This design comes from an exercise in tuning for small area, a short achievable clock period and few clock cycles per item on the open sky130 flow, not from production work.
No functional check of the RTL was part of this run.
Power figures rest on the tool's default switching activity, not on a simulated workload.

===== design/flow/design.v =====
module muldiv_unit #(
    parameter int XLEN       = 32,
    parameter int MUL_STAGES = 2
) (
    input  logic            clk,
    input  logic            reset,
    input  logic            flush,
    input  logic            in_valid,
    output logic            in_ready,
    input  logic [2:0]      op,
    input  logic [XLEN-1:0] operand_1,
    input  logic [XLEN-1:0] operand_2,
    output logic            out_valid,
    input  logic            out_ready,
    output logic [XLEN-1:0] result,
    output logic            zero,
    output logic            busy
);
    localparam int W = XLEN + 4;
    logic            r_idle;
    logic            r_busy;
    logic            r_valid;
    logic            r_zero;
    logic            p_prep;     
    logic            p_align;    
    logic            p_div;      
    logic            p_corr;     
    logic            p_neg;      
    logic            p_mul;      
    logic            p_mfix;     
    logic            p_zchk;     
    logic            r_rem;      
    logic            r_mlo;      
    logic            r_mhu;      
    logic            r_aneg;     
    logic            r_bneg;     
    logic            r_qneg;     
    logic            r_bzero;    
    logic            r_last;     
    logic [4:0]      r_cnt;      
    logic            r_bone;     
    logic            r_btwo;     
    logic            r_bsub;     
    logic            r_cone;     
    logic            r_ctwo;     
    logic            r_csub;     
    logic            r_ninv;     
    logic [W-1:0]    r_x;        
    logic [XLEN-1:0] r_y;        
    logic [XLEN:0]   r_z;        
    function automatic logic [5:0] lzc32(input logic [31:0] v);
        logic [15:0] zf1; logic [15:0] c1;
        logic [7:0]  zf2; logic [15:0] c2;
        logic [3:0]  zf3; logic [11:0] c3;
        logic [1:0]  zf4; logic [7:0]  c4;
        logic        zf5; logic [4:0]  c5;
        for (int i = 0; i < 16; i++) begin
            zf1[i] = ~v[2*i+1] & ~v[2*i];
            c1[i]  = ~v[2*i+1];
        end
        for (int i = 0; i < 8; i++) begin
            zf2[i]     = zf1[2*i+1] & zf1[2*i];
            c2[2*i+:2] = zf1[2*i+1] ? {1'b1, c1[2*i]} : {1'b0, c1[2*i+1]};
        end
        for (int i = 0; i < 4; i++) begin
            zf3[i]     = zf2[2*i+1] & zf2[2*i];
            c3[3*i+:3] = zf2[2*i+1] ? {1'b1, c2[2*(2*i)+:2]} : {1'b0, c2[2*(2*i+1)+:2]};
        end
        for (int i = 0; i < 2; i++) begin
            zf4[i]     = zf3[2*i+1] & zf3[2*i];
            c4[4*i+:4] = zf3[2*i+1] ? {1'b1, c3[3*(2*i)+:3]} : {1'b0, c3[3*(2*i+1)+:3]};
        end
        zf5 = zf4[1] & zf4[0];
        c5  = zf4[1] ? {1'b1, c4[3:0]} : {1'b0, c4[7:4]};
        lzc32 = zf5 ? 6'd32 : {1'b0, c5};
    endfunction
    wire       pa = r_aneg & (&(~r_y[XLEN-2:0] | r_y[XLEN-1:1]));
    wire       pb = r_bneg & (&(~r_z[XLEN-2:0] | r_z[XLEN-1:1]));
    wire [5:0] la = lzc32(r_aneg ? ~r_y : r_y);
    wire [5:0] lb = lzc32(r_bneg ? ~r_z[XLEN-1:0] : r_z[XLEN-1:0]);
    wire       bz = (r_z[XLEN-1:0] == '0);
    logic [5:0] r_la;
    logic [5:0] r_lb;
    logic       r_pa;
    logic       r_pb;
    wire [6:0] jd = {1'b0, r_lb} - {1'b0, r_la} + {6'd0, r_pa} - {6'd0, r_pb};
    wire       sc = jd[6] | r_bzero;
    wire [W-1:0] z_ext = {{(W-XLEN-1){r_z[XLEN]}}, r_z};
    wire         a_zero = p_prep | p_neg;
    wire         b_z    = p_div | p_corr | p_mfix | (p_mul & r_bone);
    wire         b_z2   = p_mul & r_btwo;
    wire         b_y    = p_prep;
    wire         b_x    = p_neg;
    wire         inv    = (p_prep & r_aneg) | (p_div & r_ninv) | (p_corr & r_bneg)
                        | p_neg | (p_mul & r_bsub);
    wire [W-1:0] add_a = a_zero ? '0 : r_x;
    wire [W-1:0] add_b = ({W{b_z}}  & z_ext)
                       | ({W{b_z2}} & {z_ext[W-2:0], 1'b0})
                       | ({W{b_y}}  & {{(W-XLEN){r_aneg}}, r_y})
                       | ({W{b_x}}  & r_x);
    wire         c_z    = p_mul & r_cone;
    wire         c_z2   = p_mul & r_ctwo;
    wire         inv2   = p_mul & r_csub;
    wire [W-1:0] add_c = ({W{c_z}}  & {z_ext[W-3:0], 2'b00})
                       | ({W{c_z2}} & {z_ext[W-4:0], 3'b000});
    wire [W-1:0] pp0   = add_b ^ {W{inv}};
    wire [W-1:0] pp1   = add_c ^ {W{inv2}};
    wire [W-1:0] cs_s  = add_a ^ pp0 ^ pp1;
    wire [W-1:0] cs_c  = {(add_a[W-2:0] & pp0[W-2:0]) | (add_a[W-2:0] & pp1[W-2:0])
                          | (pp0[W-2:0] & pp1[W-2:0]), inv};
    wire [W-1:0] sum   = cs_s + cs_c + {{(W-1){1'b0}}, inv2};
    wire q = ~sum[W-1];
    wire x_zero = (r_x[XLEN-1:0] == '0);
    logic fin;
    logic zf;
    always_comb begin
        fin = 1'b0;
        zf  = 1'b0;
        if (p_align & sc) begin
            fin = 1'b1;
            zf  = r_rem ? (r_y == '0) : ~r_bzero;
        end
        if (p_div & r_last & ~r_rem & ~r_qneg) begin
            fin = 1'b1;
            zf  = (r_y[XLEN-2:0] == '0) & ~q;
        end
        if (p_mul & r_last & r_mlo) begin
            fin = 1'b1;
            zf  = (r_y[XLEN-1:4] == '0) & (sum[3:0] == 4'b0000);
        end
        if (p_neg | p_zchk) begin
            fin = 1'b1;
            zf  = x_zero;
        end
    end
    always_ff @(posedge clk or posedge reset) begin
        if (reset) begin
            r_idle  <= 1'b1;
            r_busy  <= 1'b0;
            r_valid <= 1'b0;
            r_zero  <= 1'b0;
        end else if (flush) begin
            r_idle  <= 1'b1;
            r_busy  <= 1'b0;
            r_valid <= 1'b0;
            r_zero  <= 1'b0;
        end else if (r_idle) begin
            if (in_valid) begin
                r_idle <= 1'b0;
                r_busy <= 1'b1;
            end
        end else if (r_valid) begin
            if (out_ready) begin
                r_idle  <= 1'b1;
                r_busy  <= 1'b0;
                r_valid <= 1'b0;
                r_zero  <= 1'b0;
            end
        end else if (fin) begin
            r_valid <= 1'b1;
            r_zero  <= zf;
        end
    end
    always_ff @(posedge clk) begin
        if (r_idle) begin
            p_prep  <= op[2];
            p_align <= 1'b0;
            p_div   <= 1'b0;
            p_corr  <= 1'b0;
            p_neg   <= 1'b0;
            p_mul   <= ~op[2];
            p_mfix  <= 1'b0;
            p_zchk  <= 1'b0;
            r_rem   <= op[2] & op[1];
            r_mlo   <= (op == 3'b000);
            r_mhu   <= (op == 3'b011) & operand_1[XLEN-1];
            r_aneg  <= op[2] & ~op[0] & operand_1[XLEN-1];
            r_bneg  <= op[2] & ~op[0] & operand_2[XLEN-1];
            r_cnt   <= 5'd7;
            r_last  <= 1'b0;
            r_bone  <= operand_1[0];
            r_btwo  <= operand_1[1] & ~operand_1[0];
            r_bsub  <= operand_1[1];
            r_cone  <= operand_1[2] ^ operand_1[1];
            r_ctwo  <= (operand_1[3:1] == 3'b100) | (operand_1[3:1] == 3'b011);
            r_csub  <= operand_1[3] & ~(operand_1[2] & operand_1[1]);
        end else begin
            p_prep <= 1'b0;
            if (p_prep) begin
                p_align <= 1'b1;
                r_la    <= la;
                r_lb    <= lb;
                r_pa    <= pa;
                r_pb    <= pb;
                r_bzero <= bz;
                r_qneg  <= r_aneg ^ r_bneg;
                r_ninv  <= ~r_bneg;
            end
            if (p_align) begin
                p_align <= 1'b0;
                p_div   <= ~sc;
                r_cnt   <= jd[4:0];
                r_last  <= (jd[4:0] == 5'd0);
            end
            if (p_div) begin
                r_cnt  <= r_cnt - 5'd1;
                r_last <= (r_cnt == 5'd1);
                r_ninv <= q ^ r_bneg;
                if (r_last) begin
                    p_div <= 1'b0;
                    if (r_rem) begin
                        p_corr <= ~q;
                        p_neg  <= q & r_aneg;
                        p_zchk <= q & ~r_aneg;
                    end else begin
                        p_neg  <= r_qneg;
                    end
                end
            end
            if (p_corr) begin
                p_corr <= 1'b0;
                p_neg  <= r_aneg;
                p_zchk <= ~r_aneg;
            end
            if (p_mul) begin
                r_cnt  <= r_cnt - 5'd1;
                r_last <= (r_cnt == 5'd1);
                r_bone <= r_y[4] ^ r_y[3];
                r_btwo <= (r_y[5:3] == 3'b100) | (r_y[5:3] == 3'b011);
                r_bsub <= r_y[5] & ~(r_y[4] & r_y[3]);
                r_cone <= r_y[6] ^ r_y[5];
                r_ctwo <= (r_y[7:5] == 3'b100) | (r_y[7:5] == 3'b011);
                r_csub <= r_y[7] & ~(r_y[6] & r_y[5]);
                if (r_last) begin
                    p_mul  <= 1'b0;
                    p_mfix <= r_mhu;
                    p_zchk <= ~r_mhu & ~r_mlo;
                end
            end
            if (p_mfix) begin
                p_mfix <= 1'b0;
                p_zchk <= 1'b1;
            end
            if (p_neg)  p_neg  <= 1'b0;
            if (p_zchk) p_zchk <= 1'b0;
        end
    end
    wire x_sum = p_prep | (p_div & ~(r_last & ~r_rem)) | p_corr | p_neg | p_mfix;
    wire x_quo = p_div & r_last & ~r_rem;
    wire x_sh  = p_mul & ~(r_last & r_mlo);
    wire x_mlo = p_mul & r_last & r_mlo;
    wire x_sc  = p_align & sc;
    always_ff @(posedge clk) begin
        if (r_idle)
            r_x <= '0;
        else if (x_sum)
            r_x <= sum;
        else if (x_quo)
            r_x <= {{(W-XLEN){1'b0}}, r_y[XLEN-2:0], q};
        else if (x_sh)
            r_x <= {{4{sum[W-1]}}, sum[W-1:4]};
        else if (x_mlo)
            r_x <= {{(W-XLEN){1'b0}}, sum[3:0], r_y[XLEN-1:4]};
        else if (x_sc)
            r_x <= {{(W-XLEN){1'b0}}, r_rem ? r_y : {XLEN{r_bzero}}};
        if (r_idle)
            r_y <= operand_1;
        else if (p_align)
            r_y <= '0;
        else if (p_div)
            r_y <= {r_y[XLEN-2:0], q};
        else if (p_mul)
            r_y <= {sum[3:0], r_y[XLEN-1:4]};
        if (r_idle)
            r_z <= {((op == 3'b001) | (op[2] & ~op[0])) & operand_2[XLEN-1], operand_2};
        else if (p_align)
            r_z <= r_z << jd[4:0];
        else if (p_div & ~r_last)
            r_z <= {r_z[XLEN], r_z[XLEN:1]};
    end
    assign in_ready  = r_idle;
    assign busy      = r_busy;
    assign out_valid = r_valid;
    assign result    = r_x[XLEN-1:0];
    assign zero      = r_zero;
endmodule

===== design/flow/config.mk =====
export PLATFORM = sky130hd
export DESIGN_NAME = muldiv_unit
export DESIGN_NICKNAME = muldiv_unit
export VERILOG_FILES = /design/flow/design.v
export SDC_FILE = /design/flow/constraint.sdc
export NUM_CORES = 4
export LEC_CHECK = 0
export CAP_MARGIN = 20
export CORE_MARGIN = 2
export CORE_UTILIZATION = 40
export SLEW_MARGIN = 20

===== design/flow/flow/run.sh =====
#!/bin/bash
# Standard ORFS layout (the standard.sh, unchanged synthesis), with
# port buffers of a real drive strength and timing repair aimed below the
# clock period so the achieved period shrinks. Constraints are the standard flow's.
set -euo pipefail
MARGIN=$(cat flow/margin.txt)
bash standard.sh \
  "SETUP_SLACK_MARGIN=${MARGIN}" \
  "BUFFER_PORTS_ARGS=-buffer_cell sky130_fd_sc_hd__buf_4" \
  finish > flow_make.log 2>&1

===== design/flow/standard.sh =====
#!/bin/bash
# synth_recipe.tcl (not shown) runs the flow's synth.tcl, then flattens the netlist and writes it again
# the make line also repeats each setting of config.mk as NAME=value (left out here)
make -C /OpenROAD-flow-scripts/flow DESIGN_CONFIG=/design/flow/config.mk WORK_HOME=/design/flow/orfs CLKGATE_MAP_FILE= SYNTH_SCRIPT=/design/flow/synth_recipe.tcl "${@:-finish}"

===== design/flow/flow/margin.txt =====
7

===== design/flow/constraint.sdc =====
create_clock -name core_clock -period 11.0 [get_ports {clk}]
set_input_delay 2.2000 -clock core_clock [delete_from_list [all_inputs] [get_ports {clk}]]
set_output_delay 2.2000 -clock core_clock [all_outputs]
set_load 0.01 [all_outputs]

==> summary.txt <==
worst max-delay path: stages (launching register included):
cell and delay, ns:
edfxtp_1 0.44, buf_12 0.16, a222oi_1 0.37, nand2_2 0.14, buf_12 0.17, buf_12 0.13, buf_16 0.15, xnor2_4 0.14
fa_1 0.51, inv_2 0.05, ha_4 0.31, nand4_1 0.19, nor3_2 0.22, a22oi_2 0.11, a211oi_4 0.31, a22oi_2 0.16
o31ai_2 0.29, xnor2_1 0.11, buf_4 0.18, and3_1 0.15, o41a_1 0.40
cell type report:
class	count	area, sq um
well taps	532	666
clock inverters	9	67.6
multi-input cells	1715	12800
diodes	1	2.50
inverters	130	498
flip-flops and latches	147	3910
repair inverters	2	15.0
fillers	3846	20100
repair buffers	267	2480
clock buffers	23	500
cells in the mapped netlist, types with 8 or more instances:
cell type	n	share of area, %
a31oi_1	23	0.86
fa_1	39	4.7
mux2i_1	67	4.0
nand3_1	53	1.6
o21a_1	8	0.36
a21oi_1	193	5.8
o211ai_1	20	0.90
and2_1	21	0.79
nand4_1	18	0.67
nor3b_1	11	0.49
buf_2	11	0.33
a21o_1	10	0.45
inv_1	128	2.9
edfxtp_1	93	17
o22ai_1	21	0.79
o31ai_1	10	0.45
a2111oi_0	8	0.42
buf_4	32	1.4
a311oi_1	8	0.42
nand2_1	300	6.7
o21bai_1	8	0.36
a211oi_1	40	1.8
clkbuf_1	182	4.1
nor3_1	53	1.6
nor4_1	22	0.82
nor2b_1	28	1.0
o21ai_0	178	5.3
mux4_2	8	1.1
buf_1	19	0.43
xnor2_1	87	4.6
a22oi_1	45	2.0
o221ai_1	22	1.2
a222oi_1	34	2.0
dfxtp_1	50	6.0
mux2_2	12	0.81
nor2_1	144	3.2
a221oi_1	10	0.52
or3_1	16	0.60
and3_1	11	0.41
nand2b_1	18	0.67
ha_1	56	4.2
xor2_1	18	0.94
layout by cell type (no fill, tap or decap), drive strengths merged, types with 34 or more instances in the layout:
master / Yosys / final
edfxtp: 93 / 93
o21ai: 184 / 184
ha: 56 / 56
buf: 63 / 260
nand3: 53 / 53
a21oi: 194 / 194
nor3: 53 / 53
mux2i: 67 / 67
inv: 129 / 130
fa: 39 / 39
nand2: 301 / 302
a22oi: 45 / 45
a222oi: 34 / 34
xnor2: 88 / 88
dfxtp: 50 / 50
a211oi: 41 / 41
nor2: 144 / 144
per-stage QoR:
| step | utilization (%) | total power, mW |
|---|---|---|
| detailed placement | 43.3 | 3.42 |
| CTS | 49.4 | 4.76 |
| global route | 51.0 | 5.43 |
| finish | 51.0 | 5.20 |
| floorplan | - | 2.72 |
| global placement | 43.3 | 3.40 |
flip-flops by register name, indices dropped and copies added, names as in the netlist, 5 cells and up:
| name | flops |
|---|---|
| r_z | 33 |
| r_y | 32 |
| r_la | 6 |
| r_cnt | 5 |
| r_lb | 6 |
| r_x | 36 |
logic make-up after synthesis:
group / after synthesis / share of synthesized area (%)
xor+xnor: 106 / 5.60
buf+inv: 375 / 9.26
simple gates: 719 / 19.8
flops: 147 / 23.3
compound gates: 706 / 27.3
fa+ha+maj: 95 / 8.86
mux: 87 / 5.90
worst paths after layout:
path	endpoint	slack, ns	cells past startpoint
setup reg to reg	r_x[31]	6.20	20
max in group asynchronous	r_idle	9.18	2
hold / removal	p_zchk	0.47	1
hold reg to reg	p_zchk	0.47	1
min in group asynchronous	r_valid	1.60	2
setup / recovery	r_x[31]	6.20	20
power groups by stage:
stage               Sequential (mW)  Combinational, mW  Clock, mW
floorplan                     0.750               1.97          0
global placement              0.888               2.51          0
detailed placement            0.889               2.54          0
CTS                           0.878               3.29      0.595
global route                  0.898               3.92      0.616
finish                        0.896               3.71      0.594
timing repair:
item	4_1_cts	5_1_grt
gates resized for setup	218	87
endpoints found under the hold margin	0	0
endpoints found under the setup margin	70	55
setup buffers	65	31
cloned	14	1
pin swaps	102	49
layer usage:
metal / share of wire [%] / up-vias
met4: 6.7 / 0
met3: 11 / 314
met2: 44 / 1242
met1: 38 / 8962
li1: - / 8164
met5: 0 / -
==> impl_metrics.json <==
{
  "combPwrFrac_pct": 71.4,
  "max_slew.worst_pin.slew_ns": 1.18,
  "clk_pin_slew_ns": 0.07,
  "maxCapViolations": 0,
  "relSlewSlack_pct": 20.7,
  "fin_worst_skew_ns": 0.0217,
  "p_int_mw": 2.62,
  "clock_sinks": 147,
  "drive_above_1_share_pct": 23.7,
  "rsz0062_at_grt": "yes",
  "r2r-start": "r_aneg",
  "area_delta_synth_final_pct": 25.1,
  "holdWs_ns": 0.471,
  "drc": 0,
  "yosysWarnings": 1,
  "final_nets": 2447,
  "path_class": "register to register",
  "syn_nets": 2402,
  "final_hold_viol_count": 0,
  "wl_per_cell_um": 25.9,
  "p_seq_share_pct": 17.2,
  "cp_max_fo": 5,
  "via_per_inst": 6.61,
  "vias": 18682,
  "die_area_sq_um": 43500,
  "power.density_nw_per_um2": 249,
  "fin_setup_tns_ns": 0,
  "async_reset_ff_share_pct": 2.72,
  "slew_viol_final": 0,
  "syn_inst": 2235,
  "core.rowCount": 74,
  "overflow": 0,
  "cp_data_required_time_ns": 11.36,
  "yosysUniqueCellTypes": 90,
  "post-dp-hpwl_mm": 47.2,
  "grt_pass1_vias": 17942,
  "ys_ff_latch": 147,
  "die_y_um": 208,
  "cts_tree": "yes",
  "ys_seq_area_share_pct": 23.3,
  "antenna_found_initial": 3,
  "min_period_ns": 4.80,
  "grt.met3_usage_pct": 7.08,
  "preCtsSetupSlack_ns": 5.70,
  "grt_use_met1_pct": 40.9,
  "arrival_ns": 5.16,
  "first_pass_iters": 10,
  "cts-root-buf": "clkbuf_16",
  "port-buffer-count": 107,
  "dpl.cell_count": 2682,
  "hp-class": "register to register",
  "die-width_um": 208,
  "ys.flop_type": "edfxtp_1",
  "crit_start": "r_aneg",
  "busiest_layer": "met2",
  "final_cell_count_no_fill": 2826,
  "layout_setup_ws_ns": 6.20,
  "ios": 108,
  "drt_iter0_drc": 2632,
  "start_util_pct": 40.8,
  "ir_worst_vdd_uv": 136,
  "cts_hold_buf": 0,
  "ant_nets": 0,
  "pwr-share-clk_pct": 11.4,
  "clk_latency_ns": 0.48,
  "worstHoldStart": "p_zchk",
  "status": "no timing/DRC/antenna violations",
  "place.gp.congestion": 1.01,
  "dpl_cell_area_sq_um": 17700,
  "period_share_pct": 43.6,
  "wirelength_mm": 73.1,
  "setup_viol": 0,
  "netSwitchingFraction_pct": 49.6,
  "finalInstanceArea_sq_um": 20900,
  "critPathLaunchType": "register",
  "cts_htree_levels": 4,
  "post_synth.cell_area_avg_sq_um": 7.48,
  "grt_util_all_layers_pct": 32.5,
  "fmax_mhz": 208,
  "netSwitchingPower_mw": 2.58,
  "leakage_nw": 8.07,
  "endpoint_kind": "register",
  "met2_usage_pct": 51.0,
  "grt_max_degree": 73,
  "cts_buffer_depth": 2,
  "cts_buffers": 17,
  "core_area_sq_um": 41000,
  "synth_edf_count": 93,
  "syn_area_sq_um": 16700,
  "grt_pass1_wl_mm": 109
}

## static timing again, ports no longer ideal
The results above use ideal ports. As a check the final layout listed here was re-extracted and re-timed, cells and wires unchanged.
Step 1 (the two cells are an assumption about what drives the block):
set clk [get_ports {clk}]
set_driving_cell -lib_cell sky130_fd_sc_hd__clkbuf_16 $clk
set_driving_cell -lib_cell sky130_fd_sc_hd__buf_2 [delete_from_list [all_inputs] $clk]
Step 2 times the ports against the registers' clock, not the clock port: input delays grow and output delays shrink by t, the midpoint of the rising clock arrivals with the driver on.
Three values: no drivers, after step 1, after step 2; two values: the first two.
t (ns): 0.522
slack for setup (ns): 6.199 / 6.199 / 6.199
worst setup path after step 2: register to register
cell pins on the clock port's net: 1
After both steps this run still meets setup and hold. The setup slack of this run moves by 0.000 ns with the drivers and by 0.000 ns with both steps.
